This is an optimization exercise on Yosys and OpenROAD, whose aim is small area, a short achievable clock period and few clock cycles, not a production implementation.
Where RTL was checked, it was by simulation tests only, not by an equivalence proof against the original.
Power is estimated from default activity; no workload was simulated.

rev 12:
// image_scaler
module image_scaler (
    input  logic        clk,
    input  logic        reset,
    input  logic [3:0]  mode,
    output logic [18:0] rom_addr,
    input  logic [7:0]  rom_data,
    output logic [18:0] ram_wraddr,
    output logic [7:0]  ram_data,
    output logic        ram_wren,
    output logic        done
);
For scale: ~62 I/O pins, ~3500 sq um of cells after synthesis.
clock: 5.0 ns
lec_check: 0
abc_clock_period_in_ps: 1800
cap_margin: 20
core_margin: 2
core_utilization: 40
slew_margin: 20
run.sh (not shown) runs the stock make flow with config.mk's settings and CLKGATE_MAP_FILE= SYNTH_SCRIPT=/design/flow/synth_recipe.tcl, a recipe that flattens the netlist after the stock synthesis.
Rev 12: full flow OK, the timing, DRC and antenna checks passed
Testbench counts of rev 12, summed over its fixed seeds: cycles 960,064.
Input-level comparison between rev 13 and rev 12:
- ABC_CLOCK_PERIOD_IN_PS: 1800 -> unset
==> comparison <==
- Rev 12 -> rev 13: hold slack delta 0, exact match
- Between rev 12 and rev 13, the sequential power does not differ in any meaningful way.
- Diff rev 13..rev 12 | post-route core utilization | unchanged
- On average wire per standard cell, rev 12 and rev 13 are basically level.
- On transition time of the tightest slew-check pin, rev 13 tracks rev 12 almost exactly.
- Rev 12 -> rev 13: critical path depth delta 0, exact match
- Looking at rev 12 and rev 13, the routed via count divided by cell count is a wash.
- Rev 13 completed; timing, DRC and antenna clean
- Rev 12 -> rev 13: fraction of registers with async set or reset after synthesis delta 0, exact match
- Rev 13 vs. rev 12: post-route minimum period held steady; routed wire length on met3 held steady; power held steady.

The RTL this note starts from:
==> flow/design.v <==
`default_nettype none
package scaler_pkg;
    localparam int SRC_WIDTH  = 160;
    localparam int SRC_HEIGHT = 120;
    localparam int SCALE = 2;
    localparam int READ_LATENCY = 2;
    typedef logic [18:0] addr_t;
    typedef logic [7:0]  pixel_t;
    typedef enum logic [3:0] {
        MODE_REPLICATE = 4'd0,
        MODE_DECIMATE  = 4'd1,
        MODE_AVERAGE   = 4'd3,
        MODE_COPY      = 4'd4
    } mode_t;
endpackage
`default_nettype wire
`timescale 1ns/1ps
`default_nettype none
module image_scaler (
    input  logic        clk,
    input  logic        reset,
    input  logic [3:0]  mode,
    output logic [18:0] rom_addr,
    input  logic [7:0]  rom_data,
    output logic [18:0] ram_wraddr,
    output logic [7:0]  ram_data,
    output logic        ram_wren,
    output logic        done
);
    logic rep, dec, avg, copy;
    logic m_rep, m_dec, m_avg, m_copy;
    logic hold, hr;
    assign m_rep  = (mode == 4'd0);
    assign m_dec  = (mode == 4'd1);
    assign m_avg  = (mode == 4'd3);
    assign m_copy = (mode == 4'd4);
    assign hold = (m_rep & rep) | (m_dec & dec) | (m_avg & avg) | (m_copy & copy);
    function automatic logic [3:0] step_of(input logic f_rep, input logic f_dec,
                                           input logic f_avg, input logic f_copy,
                                           input logic [1:0] f_sub, input logic f_rowend,
                                           input logic f_ry);
        logic up, dn, e1, e2;
        up = (f_dec & f_rowend) | (f_avg & ((f_sub == 2'd0) | ((f_sub == 2'd3) & f_rowend)));
        dn = (f_rep & f_sub[0] & f_rowend & ~f_ry) | (f_avg & (f_sub == 2'd2));
        e2 = f_dec;
        e1 = f_copy | (f_rep & f_sub[0]) | (f_avg & f_sub[0]);
        step_of = {up, dn, e2, e1};
    endfunction
    logic        run;
    logic [14:0] A;
    logic [1:0]  sub;      
    logic [2:0]  xh;       
    logic        ry;       
    logic        rowend;   
    logic        last;     
    logic [3:0]  step;     
    logic        rd, go, prelast, rowend_n, ry_n;
    logic [5:0]  lo;
    logic [10:0] hi;
    assign rd   = hr & run;
    assign go   = rd & ~last;
    assign prelast = (copy & (A == 15'd19198))
                   | ((avg | (rep & ry & ~sub[0])) & (A == 15'd19199))
                   | (dec & (A == 15'd19036));
    assign rowend_n = ~rowend & (xh == 3'd4)
                    & ((((rep & ~sub[0]) | (avg & (sub == 2'd2))) & (A[4:0] == 5'd31))
                       | (dec & (A[4:0] == 5'd28)));
    assign ry_n     = ry ^ rowend;
    assign lo = {1'b0, A[4:0]} + {4'd0, dec, step[0]};
    logic z4, cy;
    assign cy = z4 & (dec | (step[0] & A[0]));
    assign hi = {A[14:5], 1'b1} + {{7{step[2]}}, step[3], step[2], step[3] | step[2], cy};
    always_ff @(posedge clk) begin
        A      <= go ? {hi[10:1], lo[4:0]} : 15'd0;
        z4     <= go & (&lo[4:1]);
        sub    <= go ? sub + 2'd1 : 2'd0;
        xh     <= (go & ~rowend) ? xh + {2'd0, cy} : 3'd0;
        ry     <= go & ry_n;
        rowend <= go & rowend_n;
        step   <= hr ? step_of(rep, dec, avg, copy, sub + 2'd1, rowend_n, ry_n)
                     : step_of(rep, dec, avg, copy, 2'd0, 1'b0, 1'b0);
    end
    logic        rw1, rw2;
    logic [7:0]  P;
    logic [9:0]  acc;
    logic [16:0] W;
    always_ff @(posedge clk or negedge reset) begin
        if (!reset) begin
            hr   <= 1'b0;
            ram_wren <= 1'b0;
            done <= 1'b0;
        end else begin
            hr   <= hold;
            ram_wren <= hold & rw2;
            done <= hold & (done | (hr & ~run & rw2 & ~rw1));
        end
    end
    always_ff @(posedge clk) begin
        rep  <= m_rep;
        dec  <= m_dec;
        avg  <= m_avg;
        copy <= m_copy;
        run  <= hr ? (run & ~last) : (rep | dec | avg | copy);
        last <= go & prelast;
        rw1  <= rd & (~avg | (sub == 2'd3));
        rw2  <= hold & hr & rw1;
    end
    always_ff @(posedge clk) begin
        P   <= rom_data;
        acc <= (avg & (sub != 2'd2)) ? acc + {2'b00, P} : (avg ? {2'b00, P} : {P, 2'b00});
        W   <= hr ? W + {16'd0, ram_wren} : 17'd0;
    end
    assign rom_addr   = {4'd0, A};
    assign ram_wraddr = {2'd0, W};
    assign ram_data   = acc[9:2];
endmodule
`default_nettype wire
clock: 5.0 ns
lec_check: 0
abc_area: 1
cap_margin: 20
core_margin: 2
core_utilization: 40
setup_slack_margin: 3.0
slew_margin: 20
standard.sh (not shown) runs the stock make flow with config.mk's settings and CLKGATE_MAP_FILE= SYNTH_SCRIPT=/design/flow/synth_recipe.tcl, a recipe that flattens the netlist after the stock synthesis.
==> flow/flow/run.sh <==
#!/bin/bash
# The standard layout (standard.sh, unchanged synthesis), with plain buffers
# instead of delay cells on the ports, and no dummy loads in the clock tree.
# Full make output in standard.log.
bash standard.sh BUFFER_PORTS_ARGS="-buffer_cell sky130_fd_sc_hd__buf_2" \
  CTS_ARGS="-sink_clustering_enable -repair_clock_nets -dont_use_dummy_load" finish > standard.log 2>&1
Change:
Settings changed: ABC_AREA 1 to unset, GPL_TIMING_DRIVEN set to 0.
Outcome:
- The new run passed the timing, DRC and antenna checks
- routed wire length shrinks by 5.9%
- cell area grows by 1.6%
- hold slack improves by 32 ps
- clock power grows by about 2%
- combinational power grows by 20%
- setup slack degrades by 24 ps
- die area shrinks by 5.7%
- critical path depth grows by 1
Change:
--- a/flow/flow/run.sh
+++ b/flow/flow/run.sh
@@ -5 +5 @@
-bash standard.sh BUFFER_PORTS_ARGS="-buffer_cell sky130_fd_sc_hd__buf_2" \
+bash standard.sh BUFFER_PORTS_ARGS="-buffer_cell sky130_fd_sc_hd__buf_1" \
Settings changed: GPL_TIMING_DRIVEN 0 to unset.
Result: The changed run completed with no timing, DRC or antenna violations; die area does not change; global-route usage came out lower by 0.88 points; sequential power is about the same; synthesized cell count is unchanged; design area came out lower by 4.6%; worst setup slack is worse by 12 ps; via count drops by 3.3%; final cell count decreases by 3.5%.
Change:
--- a/flow/flow/run.sh
+++ b/flow/flow/run.sh
@@ -5 +5 @@
-bash standard.sh BUFFER_PORTS_ARGS="-buffer_cell sky130_fd_sc_hd__buf_1" \
+bash standard.sh BUFFER_PORTS_ARGS="-buffer_cell sky130_fd_sc_hd__buf_2" \
Settings changed: SETUP_SLACK_MARGIN 3.0 to 3.1.
The changed run ran to the end with no violations.
Maximum frequency is higher by about 5%.
Synthesized area stays the same.
Routed wire length goes up by about 3.5%.
Clock power hardly moves.
Global-route usage is lower by 0.12 points.
Change:
Settings changed: SETUP_SLACK_MARGIN 3.1 to 3.0, TNS_END_PERCENT set to 0.
=> Hold slack stays flat; clock power is higher by about 1%; count of clock-buffer cells in the layout does not change; via count is lower by 3.2%; total power is higher by 0.59%; maximum frequency is lower by 5.0%; wire length is lower by 5.8%; worst setup slack loses 98 ps.
Change:
Settings changed: TNS_END_PERCENT 0 to unset.
Via count came out higher by 0.86%.
Register-to-register slack is better by 20 ps.
Routed wire length climbs by 0.46%.
First-iteration DRC count is lower by 21%.
Cell count grows by 0.36%.
Power is about the same.
Global-route usage is unchanged.
Final area rises by 1.4%.
Non-clock buffer count came out higher by 2.
No run of this note included a check of the RTL's function; only the layout flow was run.

the previous run:
image_scaler, a different RTL version from the one above (not shown whole).
For scale: about 450 cells after synthesis, roughly 81 flip-flops, ~4100 µm² of cells after synthesis.
clock: 5.0 ns
lec_check: 0
cap_margin: 20
core_margin: 2
core_utilization: 40
setup_slack_margin: 2.8
slew_margin: 20
run.sh (not shown) runs the stock make flow with config.mk's settings and CLKGATE_MAP_FILE= SYNTH_SCRIPT=/design/flow/synth_recipe.tcl, a recipe that flattens the netlist after the stock synthesis.
Stock flow here: none of the scripts above is used.
Changes in the current run relative to the previous run:
- swapping 2.8 for 3.3 in SETUP_SLACK_MARGIN
[summary]
Delta (the current run minus the previous run): non-clock buffer count in the final layout went up by 68, worst hold slack went down by 0.0081 ns, proportion of cell area spent on the clock network went down by 1.3 points, final worst setup slack went up by 0.091 ns, routed wire length went up by about 20%.
Number of cells upsized or downsized after cts | the current run above the previous run
Summary — combinational power share, the current run relative to the previous run: higher, by 2.1 points.
First-iteration detailed-routing DRC count, the current run and the previous run: larger value in the current run
No functional check of the RTL was part of any run of this note.

## lane 2
image_scaler, a different RTL version from the one above (not shown whole).
Size: roughly 390 cells after synthesis, about 75 flip-flops, roughly 62 I/O pins.
clock: 5.0 ns
lec_check: 0
cap_margin: 0
core_margin: 2
core_utilization: 40
setup_slack_margin: 3.0
slew_margin: 0
standard.sh (not shown) runs the stock make flow with config.mk's settings and CLKGATE_MAP_FILE= SYNTH_SCRIPT=/design/flow/synth_recipe.tcl, a recipe that flattens the netlist after the stock synthesis.
==> flow/flow/run.sh <==
#!/bin/bash
# The standard layout (standard.sh, unchanged synthesis), with plain buffers
# instead of delay cells on the ports, and no dummy loads in the clock tree.
# Full make output in standard.log.
bash standard.sh BUFFER_PORTS_ARGS="-buffer_cell sky130_fd_sc_hd__buf_1" \
  CTS_ARGS="-sink_clustering_enable -repair_clock_nets -dont_use_dummy_load" finish > standard.log 2>&1
Lane 2: all stages complete, timing, DRC and antenna checks passed
Testbench counts of lane 2, summed over its fixed seeds: cycles 960,128.
#### Input delta (lane 5 over lane 2)
- SLEW_MARGIN now 20, was 0
- CAP_MARGIN now 20, was 0
- CORE_UTILIZATION now 65, was 40
==> flow/flow/run.sh <==
#!/bin/bash
# The standard layout (standard.sh, unchanged synthesis), with plain buffers
# instead of delay cells on the ports. Full make output in standard.log.
bash standard.sh BUFFER_PORTS_ARGS="-buffer_cell sky130_fd_sc_hd__buf_2" finish > standard.log 2>&1
--- outcome ---
Lane 5 reports its cell type of the slowest stage on the worst timing path as dfxtp_4 while lane 2 reports dfxtp_1.
Between lane 5 and lane 2, it is lane 5 whose worst-path maximum fanout is lower, by 2.
There was hardly any difference in first-pass GRT wire length between lane 5 and lane 2.
Compared with lane 2, lane 5 shows a final worst-path cycle share that is 0.93 points higher.
Sort lane 5 and lane 2 by setup slack desc -> top: lane 2
Lane 2 → lane 5: share of total power in the clock network +13 points; via total after detailed routing +4.8%; final critical path time including I/O delays and setup +0.046 ns.

## re-timing with driven ports
The flow's constraints put no driver on any port. The routed layouts listed below were extracted and timed again, unchanged, in two steps.
Step 1 (the two cells are an assumption about what drives the block):
set clk [get_ports {clk}]
set_driving_cell -lib_cell sky130_fd_sc_hd__clkbuf_16 $clk
set_driving_cell -lib_cell sky130_fd_sc_hd__buf_2 [delete_from_list [all_inputs] $clk]
Step 2, shift: input delay + t, output delay - t, t = (earliest + latest rising clock arrival at the registers) / 2. This alone moves slack from input paths to output paths.
Three values: ideal ports, drivers, drivers and shift; two values: the first two.
run	t (ns)	setup WS [ns]	slew at the worst register clock pin (ns)
rev 12	0.364	0.413 / 0.413 / 0.413	0.08 / 0.08
rev 13	0.364	0.413 / 0.413 / 0.413	0.08 / 0.08
the first run of note 2	0.373	3.062 / 3.028 / 3.064	0.09 / 0.09
the second run of note 2	0.364	3.037 / 3.003 / 2.905	0.07 / 0.07
the third run of note 2	0.362	3.026 / 2.994 / 2.841	0.08 / 0.08
the fourth run of note 2	0.357	3.116 / 3.085 / 2.916	0.08 / 0.08
the fifth run of note 2	0.362	3.017 / 2.988 / 2.901	0.08 / 0.08
the sixth run of note 2	0.360	3.032 / 3.003 / 2.913	0.08 / 0.08
the previous run	0.380	2.769 / 2.773 / 2.393	0.09 / 0.09
the current run	0.392	2.860 / 2.828 / 2.436	0.09 / 0.09
lane 2	0.357	3.063 / 3.032 / 2.859	0.08 / 0.08
lane 5	0.376	3.016 / 2.987 / 2.793	0.08 / 0.08
After both steps setup and hold are still met in every run listed. For the current run, which loses most, drivers alone change the setup slack by -0.032 ns; drivers and shift together by -0.424 ns.
